Source: an optimization exercise on an open RTL-to-GDS flow (aim: small area). Production flows keep margins and buffers that such runs may drop.
At most, simulation tests tie the RTL to the original design; equivalence was not proved.
Power and IR drop assume default switching activity.

job 101:
==> flow/design.v <==
module mvm_host_ctrl #(
   parameter int k       = 8,
   parameter int b       = 8,
   parameter int timeout = 4096
) (
   input  logic                  clk,
   input  logic                  reset,
   input  logic                  cmd_valid,
   output logic                  cmd_ready,
   input  logic [1:0]            cmd_mode,
   input  logic                  in_valid,
   output logic                  in_ready,
   input  logic signed [b-1:0]   in_data,
   output logic                  loadMatrix,
   output logic                  loadVector,
   output logic                  start,
   output logic signed [b-1:0]   data_in,
   input  logic                  done,
   input  logic signed [2*b-1:0] data_out,
   output logic                  res_valid,
   input  logic                  res_ready,
   output logic signed [2*b-1:0] res_data,
   output logic                  res_last,
   output logic                  busy,
   output logic                  err
);
   localparam int NW = k*k + k;       
   localparam int TW = $clog2(timeout);
   typedef enum logic [3:0] {
      S_IDLE    = 4'd0,
      S_ERR     = 4'd1,    
      S_FILL    = 4'd2,
      S_LOAD1   = 4'd3,
      S_STREAM1 = 4'd4,
      S_LOAD2   = 4'd5,
      S_STREAM2 = 4'd6,
      S_START   = 4'd7,
      S_WAIT    = 4'd8,
      S_CAPTURE = 4'd9,
      S_DRAIN   = 4'd10
   } state_t;
   state_t           state_q, state_d;
   logic [1:0]       mode_q;
   logic [TW-1:0]    cnt_q, cnt_d;
   logic [8*NW-1:0]  ch_q;            
   logic             en;
   logic [7:0]       tap;
   wire idle    = (state_q == S_IDLE) || (state_q == S_ERR);
   wire fill    = (state_q == S_FILL);
   wire stream  = (state_q == S_STREAM1) || (state_q == S_STREAM2);
   wire capture = (state_q == S_CAPTURE);
   wire drain   = (state_q == S_DRAIN);
   wire waiting = (state_q == S_WAIT);
   wire results = capture || drain;
   wire c_71   = cnt_q[6] & (&cnt_q[2:0]);
   wire c_63   = &cnt_q[5:0];
   wire c_7    = &cnt_q[2:0];
   wire c_tmo  = &cnt_q[TW-1:1];      
   wire fill_last = mode_q[1] ? (mode_q[0] ? c_7 : c_63) : c_71;
   wire first_last = mode_q[0] ? c_7 : c_63;
   always_comb begin
      state_d = state_q;
      case (state_q)
         S_IDLE, S_ERR: if (cmd_valid) state_d = S_FILL;
                        else           state_d = S_IDLE;
         S_FILL:    if (in_valid && fill_last) state_d = S_LOAD1;
         S_LOAD1:   state_d = S_STREAM1;
         S_STREAM1: if (first_last) begin
                       if (mode_q[1]) state_d = S_START;
                       else           state_d = S_LOAD2;
                    end
         S_LOAD2:   state_d = S_STREAM2;
         S_STREAM2: if (c_71) state_d = S_START;
         S_START:   state_d = S_WAIT;
         S_WAIT:    if (done) state_d = S_CAPTURE;
                    else if (c_tmo) state_d = S_ERR;
         S_CAPTURE: if (c_7) state_d = S_DRAIN;
         S_DRAIN:   if (res_ready && c_7) state_d = S_IDLE;
         default:   state_d = S_IDLE;
      endcase
   end
   assign en = (fill && in_valid) || stream || capture || (drain && res_ready);
   wire c_clr = idle || (state_q == S_LOAD1) || (state_q == S_START) || (waiting && done);
   wire c_inc = en || waiting;
   always_comb begin
      if (c_clr) cnt_d = '0;
      else       cnt_d = cnt_q + TW'(c_inc);
   end
   always_ff @(posedge clk) begin
      if (reset) state_q <= S_IDLE;
      else       state_q <= state_d;
      cnt_q <= cnt_d;
      if (idle) mode_q <= cmd_mode;
   end
   wire hold = idle || (state_q == S_LOAD1) || (state_q == S_LOAD2) || (state_q == S_START) || waiting
               || (fill && !in_valid) || (drain && !res_ready);
   logic [8*NW-1:0] shin;
   always_comb begin
      shin                    = {ch_q[8*NW-9:0], 8'h00};
      shin[8*k +: 8]          = results ? data_out[15:8] : ch_q[8*(k-1) +: 8];
      shin[7:0]               = results ? data_out[7:0] : in_data;
   end
   always_ff @(posedge clk) ch_q <= ({8*NW{en}} & shin) | ({8*NW{hold}} & ch_q);
   always_comb begin
      case (mode_q)
         2'd2:    tap = ch_q[8*(k*k-1) +: 8];
         2'd3:    tap = ch_q[8*(k-1) +: 8];
         default: tap = ch_q[8*(NW-1) +: 8];
      endcase
   end
   assign cmd_ready  = idle;
   assign busy       = !idle;
   assign in_ready   = fill;
   assign err        = (state_q == S_ERR);
   assign start      = (state_q == S_START);
   assign loadMatrix = ((state_q == S_LOAD1) && !mode_q[0]) || ((state_q == S_LOAD2) &&  mode_q[0]);
   assign loadVector = ((state_q == S_LOAD1) &&  mode_q[0]) || ((state_q == S_LOAD2) && !mode_q[0]);
   assign data_in    = stream ? tap : '0;
   assign res_valid  = drain;
   assign res_data   = {ch_q[8*(2*k-1) +: 8], ch_q[8*(k-1) +: 8]};
   assign res_last   = drain && c_7;
endmodule
export LEC_CHECK = 0
export CAP_MARGIN = 20
export CORE_MARGIN = 2
export CORE_UTILIZATION = 70
export SLEW_MARGIN = 20
create_clock -name core_clock -period 5.0 [get_ports {clk}]
standard.sh (not shown) runs the stock make flow with config.mk's settings and CLKGATE_MAP_FILE= SYNTH_SCRIPT=/design/flow/synth_recipe.tcl, a recipe that flattens the netlist after the stock synthesis.
==> flow/flow/run.sh <==
#!/bin/bash
# The standard layout, with two changes: the ports get the smallest buffer
# (sky130 buf_1) instead of the one buffer_ports picks by default, and clock
# tree synthesis inserts no dummy loads. Every other step is the standard flow's own.
set -euo pipefail
cd "$(dirname "$0")/.."
bash standard.sh \
  "BUFFER_PORTS_ARGS=-buffer_cell sky130_fd_sc_hd__buf_1" \
  "CTS_ARGS=-sink_clustering_enable -repair_clock_nets -dont_use_dummy_load -buf_list sky130_fd_sc_hd__clkbuf_4 -sink_clustering_size 12 -sink_clustering_max_diameter 30" \
  finish > standard.log 2>&1
> inputs changed (job 101 -> job 102)
-- flow/design.v --
<<< job 101, line 45
   logic [8*NW-1:0]  ch_q;            
   logic             en;
   logic [7:0]       tap;
   wire idle    = (state_q == S_IDLE) || (state_q == S_ERR);
   wire fill    = (state_q == S_FILL);
>>> job 102, line 45
   logic [8*NW-1:0]  ch_q;            
   logic             en;
   wire idle    = (state_q == S_IDLE) || (state_q == S_ERR);
   wire fill    = (state_q == S_FILL);
<<< job 101, line 52
   wire drain   = (state_q == S_DRAIN);
   wire waiting = (state_q == S_WAIT);
   wire results = capture || drain;
   wire c_71   = cnt_q[6] & (&cnt_q[2:0]);
   wire c_63   = &cnt_q[5:0];
>>> job 102, line 51
   wire drain   = (state_q == S_DRAIN);
   wire waiting = (state_q == S_WAIT);
   wire c_71   = cnt_q[6] & (&cnt_q[2:0]);
   wire c_63   = &cnt_q[5:0];
<<< job 101, line 80
      endcase
   end
   assign en = (fill && in_valid) || stream || capture || (drain && res_ready);
   wire c_clr = idle || (state_q == S_LOAD1) || (state_q == S_START) || (waiting && done);
   wire c_inc = en || waiting;
>>> job 102, line 78
      endcase
   end
   wire sh_in  = (fill && in_valid) || stream;
   wire sh_res = capture || (drain && res_ready);
   assign en = sh_in || sh_res;
   wire c_clr = idle || (state_q == S_LOAD1) || (state_q == S_START) || (waiting && done);
   wire c_inc = en || waiting;
<<< job 101, line 95
   wire hold = idle || (state_q == S_LOAD1) || (state_q == S_LOAD2) || (state_q == S_START) || waiting
               || (fill && !in_valid) || (drain && !res_ready);
   logic [8*NW-1:0] shin;
   always_comb begin
      shin                    = {ch_q[8*NW-9:0], 8'h00};
      shin[8*k +: 8]          = results ? data_out[15:8] : ch_q[8*(k-1) +: 8];
      shin[7:0]               = results ? data_out[7:0] : in_data;
   end
   always_ff @(posedge clk) ch_q <= ({8*NW{en}} & shin) | ({8*NW{hold}} & ch_q);
   always_comb begin
      case (mode_q)
         2'd2:    tap = ch_q[8*(k*k-1) +: 8];
         2'd3:    tap = ch_q[8*(k-1) +: 8];
         default: tap = ch_q[8*(NW-1) +: 8];
      endcase
   end
   assign cmd_ready  = idle;
   assign busy       = !idle;
>>> job 102, line 95
   wire hold = idle || (state_q == S_LOAD1) || (state_q == S_LOAD2) || (state_q == S_START) || waiting
               || (fill && !in_valid) || (drain && !res_ready);
   always_ff @(posedge clk) begin
      ch_q[7:0]                <= ({8{sh_in}} & in_data)
                                | ({8{sh_res}} & data_out[7:0])
                                | ({8{hold}} & ch_q[7:0]);
      ch_q[8*k-1:8]            <= ({8*(k-1){en}} & ch_q[8*k-9:0])
                                | ({8*(k-1){hold}} & ch_q[8*k-1:8]);
      ch_q[8*k +: 8]           <= ({8{sh_in}} & ch_q[8*(k-1) +: 8])
                                | ({8{sh_res}} & data_out[15:8])
                                | ({8{hold}} & ch_q[8*k +: 8]);
      ch_q[8*NW-1:8*(k+1)]     <= ({8*(NW-k-1){en}} & ch_q[8*NW-9:8*k])
                                | ({8*(NW-k-1){hold}} & ch_q[8*NW-1:8*(k+1)]);
   end
   wire t_all = stream && !mode_q[1];
   wire t_mat = stream && (mode_q == 2'd2);
   wire t_vec = stream && (mode_q == 2'd3);
   assign cmd_ready  = idle;
   assign busy       = !idle;
<<< job 101, line 116
   assign loadMatrix = ((state_q == S_LOAD1) && !mode_q[0]) || ((state_q == S_LOAD2) &&  mode_q[0]);
   assign loadVector = ((state_q == S_LOAD1) &&  mode_q[0]) || ((state_q == S_LOAD2) && !mode_q[0]);
   assign data_in    = stream ? tap : '0;
   assign res_valid  = drain;
   assign res_data   = {ch_q[8*(2*k-1) +: 8], ch_q[8*(k-1) +: 8]};
>>> job 102, line 117
   assign loadMatrix = ((state_q == S_LOAD1) && !mode_q[0]) || ((state_q == S_LOAD2) &&  mode_q[0]);
   assign loadVector = ((state_q == S_LOAD1) &&  mode_q[0]) || ((state_q == S_LOAD2) && !mode_q[0]);
   assign data_in    = ({8{t_all}} & ch_q[8*(NW-1) +: 8])
                     | ({8{t_mat}} & ch_q[8*(k*k-1) +: 8])
                     | ({8{t_vec}} & ch_q[8*(k-1) +: 8]);
   assign res_valid  = drain;
   assign res_data   = {ch_q[8*(2*k-1) +: 8], ch_q[8*(k-1) +: 8]};
### Flow results
No run among job 101 and job 102 stopped early or left any final violation; all are clean. The number of placement rows of job 102 falls short of that of job 101 by 1. When job 102 is measured against job 101, its switching fraction of total power turns out 9.1 points higher. Fmax: job 102 above job 101. From job 101 to job 102 the numbers moved as follows: post-placement cell area shows a reduction of 0.36%, sequential share of layout area shows an increase of 0.34 points. Number of global-route vias before repair sits lower in job 102 than in job 101. Comparing mean post-synth cell area for job 101 and job 102, the bigger number came from job 101. In job 102 the share of synthesized cell area in and, or, nand and nor gates turned out 0.45 points higher than in job 101. From job 101 to job 102 the numbers moved as follows: final area fell by about 0.55%, vertical die dimension went down about 0.5%, final critical path time including I/O delays and setup saw a decrease. Between job 101 and job 102, layout-stage area growth over the synthesis result increased. The lower sequential-to-total area share from yosys stat came out of job 101. STATUS least setup slack across all paths after layout: job 102 wins against job 101.
Only the layout flow was run in job 101; the RTL was not checked for function there.

Setup of lane 1:
RTL: the design.v shown in full above, as it stands there.
==> flow/config.mk <==
export PLATFORM = sky130hd
export DESIGN_NAME = mvm_host_ctrl
export DESIGN_NICKNAME = mvm_host_ctrl
export VERILOG_FILES = /design/flow/design.v
export SDC_FILE = /design/flow/constraint.sdc
export NUM_CORES = 4
export LEC_CHECK = 0
export CAP_MARGIN = 20
export CORE_MARGIN = 2
export CORE_UTILIZATION = 70
export SLEW_MARGIN = 20
==> flow/constraint.sdc <==
create_clock -name core_clock -period 5.0 [get_ports {clk}]
set_input_delay 1.0000 -clock core_clock [delete_from_list [all_inputs] [get_ports {clk}]]
set_output_delay 1.0000 -clock core_clock [all_outputs]
set_load 0.01 [all_outputs]
==> flow/flow/run.sh <==
#!/bin/bash
# The standard layout, with two changes: the ports get the smallest buffer
# (sky130 buf_1) instead of the one buffer_ports picks by default, and clock
# tree synthesis inserts no dummy loads. Every other step is the standard flow's own.
set -euo pipefail
cd "$(dirname "$0")/.."
bash standard.sh \
  "BUFFER_PORTS_ARGS=-buffer_cell sky130_fd_sc_hd__buf_1" \
  "CTS_ARGS=-sink_clustering_enable -repair_clock_nets -dont_use_dummy_load -buf_list sky130_fd_sc_hd__clkbuf_8 -sink_clustering_size 24 -sink_clustering_max_diameter 40" \
  finish > standard.log 2>&1
> inputs changed (lane 1 -> lane 2)
diff --git a/flow/design.v b/flow/design.v
--- a/flow/design.v
+++ b/flow/design.v
@@ -92,15 +92,14 @@
       cnt_q <= cnt_d;
       if (idle) mode_q <= cmd_mode;
    end
-   wire hold = idle || (state_q == S_LOAD1) || (state_q == S_LOAD2) || (state_q == S_START) || waiting
-               || (fill && !in_valid) || (drain && !res_ready);
-   logic [8*NW-1:0] shin;
-   always_comb begin
-      shin                    = {ch_q[8*NW-9:0], 8'h00};
-      shin[8*k +: 8]          = results ? data_out[15:8] : ch_q[8*(k-1) +: 8];
-      shin[7:0]               = results ? data_out[7:0] : in_data;
+   always_ff @(posedge clk) begin
+      if (en) begin
+         ch_q[8*NW-1:8*(k+1)] <= ch_q[8*NW-9:8*k];
+         ch_q[8*k +: 8]       <= results ? data_out[15:8] : ch_q[8*(k-1) +: 8];
+         ch_q[8*k-1:8]        <= ch_q[8*k-9:0];
+         ch_q[7:0]            <= results ? data_out[7:0] : in_data;
+      end
    end
-   always_ff @(posedge clk) ch_q <= ({8*NW{en}} & shin) | ({8*NW{hold}} & ch_q);
    always_comb begin
       case (mode_q)
          2'd2:    tap = ch_q[8*(k*k-1) +: 8];
--- outcome ---
The lower number of nets in the layout came out of lane 2.
The run showing the greater slew at the pin closest to its max-slew limit is lane 1.
Most common library cell in the layout ignoring fill and taps: edfxtp_1 -> lane 2, dfxtp_1 -> lane 1
In the reports for lane 2 and lane 1, the smaller core utilization belongs to lane 1.
| fraction of final layout cells with drive strength greater than 1 | lane 2 vs lane 1 | 3.2 points higher |
Wire: lane 2 routes less than lane 1
In the reports for lane 2 and lane 1, the smaller pin count of the biggest net entering global routing belongs to lane 2.
Compared with lane 1, in lane 2 fmax went up; clock network contribution to total cell area went down; critical path depth went up; synthesized cell count went down.
Any difference in buffering overhead between lane 2 and lane 1 is small enough to ignore.
For lane 1, only the layout was checked, not whether the RTL still works.

## the baseline
mvm_host_ctrl, a different RTL version from the one above (not shown whole).
Size in the first run: ~1500 cells after synthesis, roughly 600 flip-flops, about 65 I/O pins, roughly 18000 sq um of cells after synthesis.
==> module mvm_host_ctrl, before the edit <==
module mvm_host_ctrl #(
   parameter int k       = 8,
   parameter int b       = 8,
   parameter int timeout = 4096
) (
   input  logic                  clk,
   input  logic                  reset,
   input  logic                  cmd_valid,
   output logic                  cmd_ready,
   input  logic [1:0]            cmd_mode,
   input  logic                  in_valid,
   output logic                  in_ready,
   input  logic signed [b-1:0]   in_data,
   output logic                  loadMatrix,
   output logic                  loadVector,
   output logic                  start,
   output logic signed [b-1:0]   data_in,
   input  logic                  done,
   input  logic signed [2*b-1:0] data_out,
   output logic                  res_valid,
   input  logic                  res_ready,
   output logic signed [2*b-1:0] res_data,
   output logic                  res_last,
   output logic                  busy,
   output logic                  err
);
   localparam int NW = k*k + k;       
   localparam int TW = $clog2(timeout);
   typedef enum logic [3:0] {
      S_IDLE    = 4'd0,
      S_ERR     = 4'd1,    
      S_FILL    = 4'd2,
      S_LOAD1   = 4'd3,
      S_STREAM1 = 4'd4,
      S_LOAD2   = 4'd5,
      S_STREAM2 = 4'd6,
      S_START   = 4'd7,
      S_WAIT    = 4'd8,
      S_CAPTURE = 4'd9,
      S_DRAIN   = 4'd10
   } state_t;
   state_t           state_q, state_d;
   logic [1:0]       mode_q;
   logic [TW-1:0]    cnt_q, cnt_d;
   logic [8*NW-1:0]  ch_q;            
   logic             en;
   wire idle    = (state_q == S_IDLE) || (state_q == S_ERR);
   wire fill    = (state_q == S_FILL);
   wire stream  = (state_q == S_STREAM1) || (state_q == S_STREAM2);
   wire capture = (state_q == S_CAPTURE);
   wire drain   = (state_q == S_DRAIN);
   wire waiting = (state_q == S_WAIT);
   wire c_71   = cnt_q[6] & (&cnt_q[2:0]);
   wire c_63   = &cnt_q[5:0];
   wire c_7    = &cnt_q[2:0];
   wire c_tmo  = &cnt_q[TW-1:1];      
   wire fill_last = mode_q[1] ? (mode_q[0] ? c_7 : c_63) : c_71;
   wire first_last = mode_q[0] ? c_7 : c_63;
   always_comb begin
      state_d = state_q;
      case (state_q)
         S_IDLE, S_ERR: if (cmd_valid) state_d = S_FILL;
                        else           state_d = S_IDLE;
         S_FILL:    if (in_valid && fill_last) state_d = S_LOAD1;
         S_LOAD1:   state_d = S_STREAM1;
         S_STREAM1: if (first_last) begin
                       if (mode_q[1]) state_d = S_START;
                       else           state_d = S_LOAD2;
                    end
         S_LOAD2:   state_d = S_STREAM2;
         S_STREAM2: if (c_71) state_d = S_START;
         S_START:   state_d = S_WAIT;
         S_WAIT:    if (done) state_d = S_CAPTURE;
                    else if (c_tmo) state_d = S_ERR;
         S_CAPTURE: if (c_7) state_d = S_DRAIN;
         S_DRAIN:   if (res_ready && c_7) state_d = S_IDLE;
         default:   state_d = S_IDLE;
      endcase
   end
   wire sh_in  = (fill && in_valid) || stream;
   wire sh_res = capture || (drain && res_ready);
   assign en = sh_in || sh_res || idle || waiting || (state_q == S_START);
   wire c_clr = idle || (state_q == S_LOAD1) || (state_q == S_START) || (waiting && done);
   wire c_inc = en;
   always_comb begin
      if (c_clr) cnt_d = '0;
      else       cnt_d = cnt_q + TW'(c_inc);
   end
   always_ff @(posedge clk) begin
      if (reset) state_q <= S_IDLE;
      else       state_q <= state_d;
      cnt_q <= cnt_d;
      if (idle) mode_q <= cmd_mode;
   end
   wire hold = (state_q == S_LOAD1) || (state_q == S_LOAD2)
               || (fill && !in_valid) || (drain && !res_ready);
   logic pol_q;
   always_ff @(posedge clk) begin
      if (reset) pol_q <= 1'b0;
      else       pol_q <= !pol_q;
   end
   wire [7:0] pol8  = {8{pol_q}};
   wire [7:0] hi_p  = data_out[15:8] ^ pol8;
   always_ff @(posedge clk) begin
      ch_q[7:0]                <= ({8{sh_in}} & in_data)
                                | ({8{sh_res}} & data_out[7:0])
                                | ({8{hold}} & ch_q[7:0]);
      ch_q[15:8]               <= ~(((ch_q[7:0] ^ pol8) | {8{hold}})
                                  & (ch_q[15:8] | {8{en}}));
      ch_q[8*k-1:16]           <= ~((ch_q[8*k-9:8] | {8*(k-2){hold}})
                                  & (ch_q[8*k-1:16] | {8*(k-2){en}}));
      ch_q[8*k +: 8]           <= ~(({8{sh_in}} & ch_q[8*(k-1) +: 8])
                                  | ({8{sh_res}} & hi_p)
                                  | ({8{hold}} & ch_q[8*k +: 8]));
      ch_q[8*NW-1:8*(k+1)]     <= ~((ch_q[8*NW-9:8*k] | {8*(NW-k-1){hold}})
                                  & (ch_q[8*NW-1:8*(k+1)] | {8*(NW-k-1){en}}));
   end
   wire t_all = stream && !mode_q[1];
   wire t_mat = stream && (mode_q == 2'd2);
   wire t_vec = stream && (mode_q == 2'd3);
   assign cmd_ready  = idle;
   assign busy       = !idle;
   assign in_ready   = fill;
   assign err        = (state_q == S_ERR);
   assign start      = (state_q == S_START);
   assign loadMatrix = ((state_q == S_LOAD1) && !mode_q[0]) || ((state_q == S_LOAD2) &&  mode_q[0]);
   assign loadVector = ((state_q == S_LOAD1) &&  mode_q[0]) || ((state_q == S_LOAD2) && !mode_q[0]);
   assign data_in    = (({8{t_all}} & ch_q[8*(NW-1) +: 8])
                      | ({8{t_mat}} & ch_q[8*(k*k-1) +: 8])
                      | ({8{t_vec}} & ch_q[8*(k-1) +: 8])) ^ {8{stream && pol_q}};
   assign res_valid  = drain;
   assign res_data   = {ch_q[8*(2*k-1) +: 8], ch_q[8*(k-1) +: 8]} ^ {2{pol8}};
   assign res_last   = drain && c_7;
endmodule
Settings: LEC_CHECK=0, CAP_MARGIN=20, CORE_MARGIN=2, CORE_UTILIZATION=85, SLEW_MARGIN=20; clock period 5.0 ns.
==> flow/flow/run.sh <==
#!/bin/bash
# The standard layout, with two changes: the ports get the smallest buffer
# (sky130 buf_1) instead of the one buffer_ports picks by default, and clock
# tree synthesis inserts no dummy loads. Every other step is the standard flow's own.
set -euo pipefail
cd "$(dirname "$0")/.."
bash standard.sh \
  "BUFFER_PORTS_ARGS=-buffer_cell sky130_fd_sc_hd__buf_1" \
  "CTS_ARGS=-sink_clustering_enable -repair_clock_nets -dont_use_dummy_load -buf_list sky130_fd_sc_hd__clkbuf_4 -sink_clustering_size 12 -sink_clustering_max_diameter 30" \
  finish > standard.log 2>&1
The baseline reached the final stage; the timing, design-rule and antenna checks on its layout passed.
#### Input delta (the candidate over the baseline)
--- a/flow/design.v
+++ b/flow/design.v
@@ -77,45 +77,36 @@
          default:   state_d = S_IDLE;
       endcase
    end
    wire sh_in  = (fill && in_valid) || stream;
    wire sh_res = capture || (drain && res_ready);
-   assign en = sh_in || sh_res || idle || waiting || (state_q == S_START);
+   assign en = sh_in || sh_res;
    wire c_clr = idle || (state_q == S_LOAD1) || (state_q == S_START) || (waiting && done);
-   wire c_inc = en;
+   wire c_inc = en || waiting;
    always_comb begin
       if (c_clr) cnt_d = '0;
       else       cnt_d = cnt_q + TW'(c_inc);
    end
    always_ff @(posedge clk) begin
       if (reset) state_q <= S_IDLE;
       else       state_q <= state_d;
       cnt_q <= cnt_d;
       if (idle) mode_q <= cmd_mode;
    end
-   wire hold = (state_q == S_LOAD1) || (state_q == S_LOAD2)
+   wire hold = idle || (state_q == S_LOAD1) || (state_q == S_LOAD2) || (state_q == S_START) || waiting
                || (fill && !in_valid) || (drain && !res_ready);
-   logic pol_q;
-   always_ff @(posedge clk) begin
-      if (reset) pol_q <= 1'b0;
-      else       pol_q <= !pol_q;
-   end
-   wire [7:0] pol8  = {8{pol_q}};
-   wire [7:0] hi_p  = data_out[15:8] ^ pol8;
    always_ff @(posedge clk) begin
       ch_q[7:0]                <= ({8{sh_in}} & in_data)
                                 | ({8{sh_res}} & data_out[7:0])
                                 | ({8{hold}} & ch_q[7:0]);
-      ch_q[15:8]               <= ~(((ch_q[7:0] ^ pol8) | {8{hold}})
-                                  & (ch_q[15:8] | {8{en}}));
-      ch_q[8*k-1:16]           <= ~((ch_q[8*k-9:8] | {8*(k-2){hold}})
-                                  & (ch_q[8*k-1:16] | {8*(k-2){en}}));
-      ch_q[8*k +: 8]           <= ~(({8{sh_in}} & ch_q[8*(k-1) +: 8])
-                                  | ({8{sh_res}} & hi_p)
-                                  | ({8{hold}} & ch_q[8*k +: 8]));
-      ch_q[8*NW-1:8*(k+1)]     <= ~((ch_q[8*NW-9:8*k] | {8*(NW-k-1){hold}})
-                                  & (ch_q[8*NW-1:8*(k+1)] | {8*(NW-k-1){en}}));
+      ch_q[8*k-1:8]            <= ({8*(k-1){en}} & ch_q[8*k-9:0])
+                                | ({8*(k-1){hold}} & ch_q[8*k-1:8]);
+      ch_q[8*k +: 8]           <= ({8{sh_in}} & ch_q[8*(k-1) +: 8])
+                                | ({8{sh_res}} & data_out[15:8])
+                                | ({8{hold}} & ch_q[8*k +: 8]);
+      ch_q[8*NW-1:8*(k+1)]     <= ({8*(NW-k-1){en}} & ch_q[8*NW-9:8*k])
+                                | ({8*(NW-k-1){hold}} & ch_q[8*NW-1:8*(k+1)]);
    end
    wire t_all = stream && !mode_q[1];
    wire t_mat = stream && (mode_q == 2'd2);
    wire t_vec = stream && (mode_q == 2'd3);
    assign cmd_ready  = idle;
@@ -123,12 +114,12 @@
    assign in_ready   = fill;
    assign err        = (state_q == S_ERR);
    assign start      = (state_q == S_START);
    assign loadMatrix = ((state_q == S_LOAD1) && !mode_q[0]) || ((state_q == S_LOAD2) &&  mode_q[0]);
    assign loadVector = ((state_q == S_LOAD1) &&  mode_q[0]) || ((state_q == S_LOAD2) && !mode_q[0]);
-   assign data_in    = (({8{t_all}} & ch_q[8*(NW-1) +: 8])
-                      | ({8{t_mat}} & ch_q[8*(k*k-1) +: 8])
-                      | ({8{t_vec}} & ch_q[8*(k-1) +: 8])) ^ {8{stream && pol_q}};
+   assign data_in    = ({8{t_all}} & ch_q[8*(NW-1) +: 8])
+                     | ({8{t_mat}} & ch_q[8*(k*k-1) +: 8])
+                     | ({8{t_vec}} & ch_q[8*(k-1) +: 8]);
    assign res_valid  = drain;
-   assign res_data   = {ch_q[8*(2*k-1) +: 8], ch_q[8*(k-1) +: 8]} ^ {2{pol8}};
+   assign res_data   = {ch_q[8*(2*k-1) +: 8], ch_q[8*(k-1) +: 8]};
    assign res_last   = drain && c_7;
 endmodule
Findings:
Comparing the candidate and the baseline, the higher count of nets after finishing is on the baseline.
Per the comparison of the candidate with the baseline, maximum number of pins on one net before global-route repair picked up an extra about 13%; effective utilization at floorplan lost 0.66 points.
Looking at global-route met3 utilization across the candidate and the baseline, the one that comes out higher is the baseline.
The baseline → the candidate: design internal power moved down, final cell count shows a reduction of 0.45%.
Relative to the baseline, clock period minus worst slack increased by 0.12 ns in the candidate.
In the candidate, the synthesized cell count came out 0.79% below the value in the baseline.
The candidate: layout overhead on the synthesized area is 0.53 points lower than what the baseline reported.
[the candidate] iteration count of the initial detailed-routing pass fell 1 relative to the baseline
Total power of the candidate is lower than that of the baseline.
Relative to the baseline, the number of well taps of the candidate is higher by about 3.7%.
Density: the candidate sparser than the baseline
The candidate and the baseline ended up with roughly the same share of cell area taken by muxes after synthesis.

static timing again, ports no longer ideal:
No port has a modelled driver above. Below, the same layouts with a new extraction and two added sets of constraints. Step 1: set_driving_cell puts a clkbuf_16 on clk and a buf_2 on each other input, an assumption about the parent block. Step 2 adds t to the input delays and takes it off the output delays; t is the mean of the earliest and latest rising clock arrival at the registers after step 1. Input paths then give back, and output paths get back, about the clock's delay inside the block. a / b / c = ideal ports / drivers / drivers and shift; a / b = the first two.
run | shift t [ns] | slack for setup (ns) | worst slew at a driven data input, ns | pins driven straight from the clock port
job 101 | 0.721 | 1.367 / 1.320 / 1.645 | 0.04 | 1
job 102 | 0.693 | 1.551 / 1.504 / 1.269 | 0.04 | 1
lane 1 | 0.617 | 1.524 / 1.474 / 1.662 | 0.04 | 1
lane 2 | 0.606 | 1.639 / 1.589 / 1.793 | 0.05 | 1
the baseline | 0.716 | 1.660 / 1.617 / 1.724 | 0.06 | 1
the candidate | 0.694 | 1.542 / 1.495 / 1.629 | 0.03 | 1
After both steps every run listed still meets setup and hold. For job 102, which loses most, drivers alone change the setup slack by -0.047 ns; drivers and shift together by -0.282 ns.
